Background: an optimization exercise with open tools, aiming at small area, a short achievable clock period and few clock cycles per item. Do not read the settings as production practice.
The RTL was checked by simulation tests, not by an equivalence proof against the original design.

--- flow/run.sh ---
#!/bin/bash
# synth_recipe.tcl (not shown) runs the flow's synth.tcl, then flattens the netlist and writes it again
# the make line also repeats each setting of config.mk as NAME=value (left out here)
make -C /OpenROAD-flow-scripts/flow DESIGN_CONFIG=/design/flow/config.mk WORK_HOME=/design/flow/orfs CLKGATE_MAP_FILE= SYNTH_SCRIPT=/design/flow/synth_recipe.tcl finish
--- flow/config.mk ---
export PLATFORM = sky130hd
export DESIGN_NAME = iir_filter_transposed_df2
export DESIGN_NICKNAME = iir_filter_transposed_df2
export VERILOG_FILES = /design/flow/design.v
export SDC_FILE = /design/flow/constraint.sdc
export NUM_CORES = 4
export LEC_CHECK = 0
export CAP_MARGIN = 20
export CORE_MARGIN = 2
export CORE_UTILIZATION = 40
export PLACE_DENSITY = 0.6
export SLEW_MARGIN = 20
--- flow/constraint.sdc ---
create_clock -name core_clock -period 9.0 [get_ports {clk_i}]
set_input_delay 1.8000 -clock core_clock [delete_from_list [all_inputs] [get_ports {clk_i}]]
set_output_delay 1.8000 -clock core_clock [all_outputs]
set_load 0.01 [all_outputs]
--- flow/design.v ---
package iirt_pkg;
  localparam int unsigned NCOEF = 7;
  localparam int unsigned NSTEP = 10;
  localparam int unsigned PC_W  = $clog2(NSTEP);
  typedef logic signed [15:0] sample_t;
  typedef logic signed [17:0] coef_t;
  typedef logic signed [33:0] prod_t;
  typedef logic signed [41:0] acc_t;
  typedef logic signed [39:0] dly_t;
  typedef logic [PC_W-1:0]    pc_t;
  typedef logic [1:0]         tap_t;
  localparam coef_t B0_RESET = 18'sd16384;
  localparam dly_t  DW_MAX   = {1'b0, {39{1'b1}}};
  localparam dly_t  DW_MIN   = {1'b1, {39{1'b0}}};
  localparam acc_t  RND_HALF = 42'sd8192;
  typedef enum logic [2:0] {
    REG_B0,
    REG_B1,
    REG_B2,
    REG_B3,
    REG_A1,
    REG_A2,
    REG_A3
  } reg_idx_e;
  typedef enum logic [1:0] {
    ACC_NOP,
    ACC_LOAD,
    ACC_SUB
  } acc_op_e;
  typedef enum logic {
    ST_IDLE,
    ST_RUN
  } seq_state_e;
  typedef struct packed {
    logic     mul_en;
    reg_idx_e coef;
    logic     op_y;
    acc_op_e  acc_op;
    tap_t     dly_idx;
    logic     y_en;
    logic     wr_en;
    tap_t     wr_idx;
    logic     jmp;
    tap_t     tap;
  } ucode_t;
  typedef struct packed {
    ucode_t uc;
    logic   step;
    logic   load_x;
  } ctrl_t;
  typedef struct packed {
    logic busy;
    pc_t  pc;
    logic done;
  } seq_status_t;
  function automatic ucode_t ucode_rom(input pc_t pc);
    ucode_t w;
    w = '0;
    case (pc)
      0: begin
        w.mul_en = 1'b1; w.coef = iirt_pkg::REG_B0;
      end
      1: begin
        w.acc_op = iirt_pkg::ACC_LOAD; w.dly_idx = 2'd0;
        w.mul_en = 1'b1; w.coef = iirt_pkg::REG_B1;
      end
      2: begin
        w.y_en = 1'b1;
        w.acc_op = iirt_pkg::ACC_LOAD; w.dly_idx = 2'd1;
      end
      3: begin
        w.mul_en = 1'b1; w.coef = iirt_pkg::REG_A1; w.op_y = 1'b1;
      end
      4: begin
        w.acc_op = iirt_pkg::ACC_SUB;
        w.mul_en = 1'b1; w.coef = iirt_pkg::REG_B2;
      end
      5: begin
        w.wr_en = 1'b1; w.wr_idx = 2'd0; w.jmp = 1'b1; w.tap = 2'd1;
        w.acc_op = iirt_pkg::ACC_LOAD; w.dly_idx = 2'd2;
        w.mul_en = 1'b1; w.coef = iirt_pkg::REG_A2; w.op_y = 1'b1;
      end
      6: begin
        w.acc_op = iirt_pkg::ACC_SUB;
        w.mul_en = 1'b1; w.coef = iirt_pkg::REG_B3;
      end
      7: begin
        w.wr_en = 1'b1; w.wr_idx = 2'd1; w.jmp = 1'b1; w.tap = 2'd2;
        w.acc_op = iirt_pkg::ACC_LOAD; w.dly_idx = 2'd3;
        w.mul_en = 1'b1; w.coef = iirt_pkg::REG_A3; w.op_y = 1'b1;
      end
      8: begin
        w.acc_op = iirt_pkg::ACC_SUB;
      end
      9: begin
        w.wr_en = 1'b1; w.wr_idx = 2'd2; w.jmp = 1'b1; w.tap = 2'd3;
      end
      default: begin
        w = '0;
      end
    endcase
    ucode_rom = w;
  endfunction
endpackage
module iirt_seq
#(
  parameter int unsigned TAPS = 4
) (
  input  logic        clk_i,
  input  logic        rst_ni,
  input  logic        s_tvalid_i,
  output logic        s_tready_o,
  output logic        m_tvalid_o,
  input  logic        m_tready_i,
  output iirt_pkg::sample_t     m_tdata_o,
  input  iirt_pkg::sample_t     y_i,
  output iirt_pkg::ctrl_t       ctrl_o,
  output iirt_pkg::seq_status_t status_o
);
  localparam iirt_pkg::tap_t LastTap = iirt_pkg::tap_t'(TAPS - 1);
  iirt_pkg::seq_state_e state_q, state_d;
  iirt_pkg::pc_t        pc_q, pc_d;
  logic       out_valid_q;
  iirt_pkg::sample_t    out_data_q;
  iirt_pkg::ucode_t     uc;
  logic       last, out_free, step, done;
  assign uc       = iirt_pkg::ucode_rom(pc_q);
  assign last     = uc.jmp && (uc.tap == LastTap);
  assign out_free = !out_valid_q || m_tready_i;
  always_comb begin
    state_d = state_q;
    pc_d    = pc_q;
    step    = 1'b0;
    done    = 1'b0;
    case (state_q)
      iirt_pkg::ST_IDLE: begin
        if (s_tvalid_i) begin
          state_d = iirt_pkg::ST_RUN;
          pc_d    = '0;
        end
      end
      iirt_pkg::ST_RUN: begin
        if (!last || out_free) begin
          step = 1'b1;
          if (last) begin
            done    = 1'b1;
            state_d = iirt_pkg::ST_IDLE;
          end else begin
            pc_d = pc_q + 1'b1;
          end
        end
      end
      default: begin
        state_d = iirt_pkg::ST_IDLE;
      end
    endcase
  end
  always_ff @(posedge clk_i or negedge rst_ni) begin
    if (!rst_ni) begin
      state_q     <= iirt_pkg::ST_IDLE;
      pc_q        <= '0;
      out_valid_q <= 1'b0;
    end else begin
      state_q <= state_d;
      pc_q    <= pc_d;
      if (done) begin
        out_valid_q <= 1'b1;
      end else if (m_tready_i) begin
        out_valid_q <= 1'b0;
      end
    end
  end
  always_ff @(posedge clk_i) begin
    if (done) begin
      out_data_q <= y_i;
    end
  end
  assign s_tready_o    = (state_q == iirt_pkg::ST_IDLE);
  assign m_tvalid_o    = out_valid_q;
  assign m_tdata_o     = out_data_q;
  assign ctrl_o.uc     = uc;
  assign ctrl_o.step   = step;
  assign ctrl_o.load_x = s_tvalid_i && s_tready_o;
  assign status_o.busy = (state_q == iirt_pkg::ST_RUN);
  assign status_o.pc   = pc_q;
  assign status_o.done = done;
endmodule
module iirt_datapath
#(
  parameter int unsigned TAPS = 4
) (
  input  logic    clk_i,
  input  logic    rst_ni,
  input  iirt_pkg::ctrl_t   ctrl_i,
  input  iirt_pkg::sample_t x_i,
  input  logic    cfg_we_i,
  input  logic [2:0] cfg_idx_i,
  input  iirt_pkg::coef_t   cfg_data_i,
  output iirt_pkg::sample_t y_o
);
  localparam int unsigned NDly = TAPS - 1;
  iirt_pkg::coef_t   coef_q [iirt_pkg::NCOEF];
  iirt_pkg::dly_t    w_q    [NDly];
  iirt_pkg::sample_t x_q, y_q;
  iirt_pkg::prod_t   prod_q;
  iirt_pkg::acc_t    acc_q;
  iirt_pkg::ucode_t  uc;
  iirt_pkg::coef_t   coef_sel;
  iirt_pkg::sample_t op_sel;
  iirt_pkg::prod_t   prod_d;
  iirt_pkg::dly_t    dly_rd;
  iirt_pkg::dly_t    dly_sat;
  iirt_pkg::acc_t    acc_d;
  iirt_pkg::acc_t    rnd;
  logic [27:0] rnd_sh;
  iirt_pkg::sample_t y_d;
  assign uc       = ctrl_i.uc;
  assign coef_sel = coef_q[uc.coef];
  assign op_sel   = uc.op_y ? y_q : x_q;
  assign prod_d   = coef_sel * op_sel;
  always_comb begin
    dly_rd = '0;
    for (int i = 0; i < NDly; i++) begin
      if (uc.dly_idx == iirt_pkg::tap_t'(i)) begin
        dly_rd = w_q[i];
      end
    end
  end
  always_comb begin
    case (uc.acc_op)
      iirt_pkg::ACC_LOAD: acc_d = iirt_pkg::acc_t'(prod_q) + iirt_pkg::acc_t'(dly_rd);
      iirt_pkg::ACC_SUB:  acc_d = acc_q - iirt_pkg::acc_t'(prod_q);
      default:  acc_d = acc_q;
    endcase
  end
  always_comb begin
    if (acc_q[41:39] == 3'b000 || acc_q[41:39] == 3'b111) begin
      dly_sat = acc_q[39:0];
    end else if (acc_q[41]) begin
      dly_sat = iirt_pkg::DW_MIN;
    end else begin
      dly_sat = iirt_pkg::DW_MAX;
    end
  end
  always_comb begin
    rnd    = acc_q + iirt_pkg::RND_HALF;
    rnd_sh = rnd[41:14];
    if (rnd_sh[27:15] == '0 || rnd_sh[27:15] == '1) begin
      y_d = rnd_sh[15:0];
    end else if (rnd_sh[27]) begin
      y_d = 16'sh8000;
    end else begin
      y_d = 16'sh7fff;
    end
  end
  always_ff @(posedge clk_i or negedge rst_ni) begin
    if (!rst_ni) begin
      for (int i = 0; i < iirt_pkg::NCOEF; i++) begin
        coef_q[i] <= (i == int'(iirt_pkg::REG_B0)) ? iirt_pkg::B0_RESET : '0;
      end
    end else if (cfg_we_i && (cfg_idx_i < 3'(iirt_pkg::NCOEF))) begin
      coef_q[cfg_idx_i] <= cfg_data_i;
    end
  end
  always_ff @(posedge clk_i or negedge rst_ni) begin
    if (!rst_ni) begin
      for (int i = 0; i < NDly; i++) begin
        w_q[i] <= '0;
      end
    end else begin
      for (int i = 0; i < NDly; i++) begin
        if (ctrl_i.step && uc.wr_en && (uc.wr_idx == iirt_pkg::tap_t'(i))) begin
          w_q[i] <= dly_sat;
        end
      end
    end
  end
  always_ff @(posedge clk_i) begin
    if (ctrl_i.load_x) begin
      x_q <= x_i;
    end
    if (ctrl_i.step && uc.mul_en) begin
      prod_q <= prod_d;
    end
    if (ctrl_i.step) begin
      acc_q <= acc_d;
    end
    if (ctrl_i.step && uc.y_en) begin
      y_q <= y_d;
    end
  end
  assign y_o = y_q;
endmodule
module iir_filter_transposed_df2
#(
  parameter int unsigned TAPS = 4
) (
  input  logic                clk_i,
  input  logic                rst_ni,
  input  logic                s_tvalid_i,
  output logic                s_tready_o,
  input  logic signed [15:0]  s_tdata_i,    
  output logic                m_tvalid_o,
  input  logic                m_tready_i,
  output logic signed [15:0]  m_tdata_o,    
  input  logic                cfg_we_i,
  input  logic [2:0]          cfg_idx_i,
  input  logic signed [17:0]  cfg_data_i
);
  iirt_pkg::ctrl_t       ctrl;
  iirt_pkg::seq_status_t st;
  iirt_pkg::sample_t     y;
  iirt_seq #(
    .TAPS(TAPS)
  ) u_seq (
    .clk_i      (clk_i),
    .rst_ni     (rst_ni),
    .s_tvalid_i (s_tvalid_i),
    .s_tready_o (s_tready_o),
    .m_tvalid_o (m_tvalid_o),
    .m_tready_i (m_tready_i),
    .m_tdata_o  (m_tdata_o),
    .y_i        (y),
    .ctrl_o     (ctrl),
    .status_o   (st)
  );
  iirt_datapath #(
    .TAPS(TAPS)
  ) u_datapath (
    .clk_i      (clk_i),
    .rst_ni     (rst_ni),
    .ctrl_i     (ctrl),
    .x_i        (s_tdata_i),
    .cfg_we_i   (cfg_we_i),
    .cfg_idx_i  (cfg_idx_i),
    .cfg_data_i (cfg_data_i),
    .y_o        (y)
  );
endmodule
==> out/results.ini <==
[timing]
max_slew_margin = 0.315
fin_ws_ps = 503
hold_violations = 0
setup_violations = 0
skew_ps = 28.4
tightestPinTransition_ps = 1020
min_period_over_period = 0.944
fmax_mhz = 118
rsz0062_at_grt = true
maxSlewViolCount = 0
fin_crit_ps = 8500

[layout]
layout.cells.non_filler = 4285
antenna_cells = 0
final_core_util = 0.452
multi_input_area_sq_um = 19100
num-fill-cells = 7320
regArea_sq_um = 10000
area_growth_syn_to_layout_pct = 11.6
nets = 3731
final_layout_size_suffix_gt1_frac = 0.111

[grt]
antenna_found_initial = 5
grt.overflow.total = 0
grt_pass1_vias = 23200
grt_start_max_net_pins = 158
grt_use_total = 0.214
grt_pass1_wl_um = 133000

[place]
hpwl_um = 62800
placed_cells = 4202
portBuffers = 59
place_congestion = 0.923
place_ws_ps = 167

[setup_path]
cp.required_ps = 9320
crit_slowest_cell = a21oi_1
arrival_ps = 8820
cp-start-kind = register
r2r_cells = 29
timing.rr.start = u_seq.pc_q[0]
cp-end-kind = register
rr_endpoint = u_datapath.prod_q[30]
critical_path.most_common_cell = fa_1
critical-path-max-stage-delay_ps = 570
cp_max_fo = 7
critPathKind = register to register
r2r_slack_ps = 500

[yosys]
netlist_instances = 3163
ys.warnings.count = 4
syn_avg_cell_area_sq_um = 9.78
synth.distinct_cells = 79
synthesis.area_sq_um = 30900
syn-num-nets = 3672
async_flop_share = 0.670
synth-edff-count = 124
ys_seq_area_frac = 0.324
ys_seq_elements = 376
synth-main-ff-cell = dfrtp_1

[cts]
cts.path.max_buffers = 3
clk_pin_slew_ps = 60
numCtsBuffers = 44
hold_buffers = 0
cts_tree = yes
h-tree-depth = 2
cts_sinks = 376
cts-root-buf = clkbuf_16
insertion_delay_ps = 590

[route]
first_pass_iters = 9
via_per_inst = 5.34
routedWlPerCell_um = 19.4
ant_nets = 0
drt_iter0_drc = 1847
wl_um = 82900
vias = 22900
drc_errors = 0

[status]
outcome = complete, no violations

[floorplanning]
dieArea_sq_um = 79600
io_pins = 60
core_area_sq_um = 76300
initial_core_util = 0.405
die_x_um = 282
rows = 101
die_h_um = 282

[worst_hold_path]
holdPathEnd = u_datapath.w_q[1][10]
min_from = u_datapath.w_q[1][10]
hold_class = register to register
hold_depth = 2

[flow_run]
cap_violations = 0

## worst max-delay path: cells and delay by family (launching register included)
kind | cells | cell delay [ps]
adders and majority gates | 8 | 3290
DFF | 1 | 440
AOI/OAI and AO/OA | 9 | 2920
xor gates and xnor gates | 1 | 110
and+or+nand+nor | 4 | 480
buffers and inverters | 6 | 630
muxes | 1 | 340
## cells by family after synthesis
group | share of synthesized area
xor gates and xnor gates | 0.0337
and+or+nand+nor | 0.111
buffers and inverters | 0.0629
muxes | 0.0667
adders and majority gates | 0.260
DFF | 0.324
AOI/OAI and AO/OA | 0.142
## worst max path at each step
stage | slack [ps] | endpoint | start | cells past startpoint
floorplan | 890 | u_datapath.prod_q[31] | u_seq.pc_q[0] | 29
global placement | 360 | u_datapath.prod_q[32] | u_seq.pc_q[0] | 30
detailed placement | 170 | u_datapath.prod_q[33] | u_seq.pc_q[0] | 29
CTS | 140 | u_datapath.prod_q[33] | u_seq.pc_q[0] | 29
global route | -30 | u_datapath.prod_q[33] | u_seq.pc_q[0] | 31
finish | 500 | u_datapath.prod_q[30] | u_seq.pc_q[0] | 29
## state kept, by name, indices dropped and copies added (netlist names)
| name | count |
|---|---|
| u_datapath.acc_q | 42 |
| u_datapath.coef_q | 126 |
| u_datapath.prod_q | 34 |
| u_datapath.w_q | 120 |
| u_datapath.x_q | 16 |
| u_datapath.y_q | 16 |
| u_seq.out_data_q | 16 |
| u_seq.out_valid_q | 1 |
| u_seq.pc_q | 4 |
| u_seq.state_q | 1 |
## cell type report
type | instances | area share
well taps | 1030 | 0.0373
inverters | 394 | 0.0428
flip-flops and latches | 376 | 0.290
clock inverters | 15 | 0.00435
multi-input cells | 2274 | 0.554
clock buffers | 64 | 0.0373
repair buffers | 132 | 0.0335
## stage by stage
| step | hold slack (ps) | cell area (sq um) | TNS [ps] |
|---|---|---|---|
| 2_1_floorplan | 422 | 30900 | 0 |
| 3_3_place_gp | 461 | 33000 | 0 |
| 3_5_place_dp | 470 | 33000 | 0 |
| 4_1_cts | 482 | 34500 | 0 |
| 5_1_grt | 498 | 34500 | -30.2 |
| 6_report | 479 | 34500 | 0 |
## cell usage after synthesis, types with 5 or more instances
cell	n	area share
a211oi_1	13	0.0032
a21o_1	81	0.020
a21oi_1	135	0.022
a21oi_2	9	0.0025
a221o_1	5	0.0016
a222oi_1	18	0.0058
a22oi_1	43	0.010
a31oi_1	13	0.0026
and2_1	12	0.0024
and3_1	20	0.0040
buf_1	7	0.00085
buf_2	6	0.00097
clkbuf_1	104	0.013
dfrtp_1	251	0.20
edfxtp_1	124	0.12
fa_1	292	0.19
ha_1	175	0.071
inv_1	393	0.048
mux2_2	154	0.056
mux2i_1	33	0.011
nand2_1	355	0.043
nand2b_1	28	0.0057
nand3_1	25	0.0040
nand4_1	17	0.0034
nor2_1	255	0.031
nor2b_1	17	0.0034
nor3_1	14	0.0023
nor3b_1	6	0.0015
nor4_1	5	0.0010
o211ai_1	12	0.0029
o21a_1	11	0.0027
o21ai_0	291	0.047
o21bai_1	18	0.0044
o31ai_1	9	0.0022
o41ai_1	5	0.0014
or2_2	12	0.0024
or3_1	6	0.0012
xnor2_1	70	0.020
xor2_1	49	0.014
## layer usage
| metal | vias to the layer above | part of all wire | GRT usage |
|---|---|---|---|
| met3 | 129 | 0.057 | 0.0283 |
| li1 | 10800 | - | - |
| met2 | 591 | 0.45 | 0.341 |
| met4 | 2 | 0.025 | 0.0592 |
| met1 | 11400 | 0.47 | 0.306 |
| met5 | - | 0.00014 | 0 |
## timing repair
action,CTS,global route
hold endpoints to repair,0,0
gates resized for setup,0,11
endpoints found under the setup margin,0,5
setup buffers,0,4
## cells in the final DEF, fill, tap and decap left out, types with 13 or more instances in the layout
master	n
inv_1	393
nand2_1	354
fa_1	292
o21ai_0	291
nor2_1	250
dfrtp_1	250
ha_1	173
mux2_2	154
a21oi_1	128
edfxtp_1	124
a21o_1	80
buf_4	72
xnor2_1	70
clkdlybuf4s50_1	58
xor2_1	49
clkbuf_16	47
a22oi_1	43
mux2i_1	29
nand2b_1	28
nand3_1	25
and3_1	20
a222oi_1	18
o21bai_1	18
nand4_1	17
nor2b_1	15
a211oi_1	13
a31oi_1	13
Testbench counts, summed over its fixed seeds: cycles 88,032, items 8,000.

afterwards: timing with drivers on the ports:
No port has a modelled driver above. Below, the same layout with a new extraction and two added sets of constraints. Step 1 sets driving cells, clkbuf_16 on the clock port and buf_2 on the other inputs (assumed; they add their load-dependent delay and slew). Step 2 moves the port delays by t, midway between the first and last clock arrival at a register: inputs arrive t later, outputs are due t later. That takes back most of the time a late clock gives input paths. Slacks: no drivers / after step 1 / after step 2; pairs: no drivers / after step 1.
t, ns: 0.643
slack for setup (ns): 0.503 / 0.503 / 0.503
worst hold slack (ns): 0.479 / 0.479 / 0.479
slew at the worst register clock pin (ns): 0.07 / 0.07
worst slew at a driven data input, ns: 0.06
After both steps setup and hold are still met in this run. The setup slack of this run moves by 0.000 ns with the drivers and by 0.000 ns with both steps.
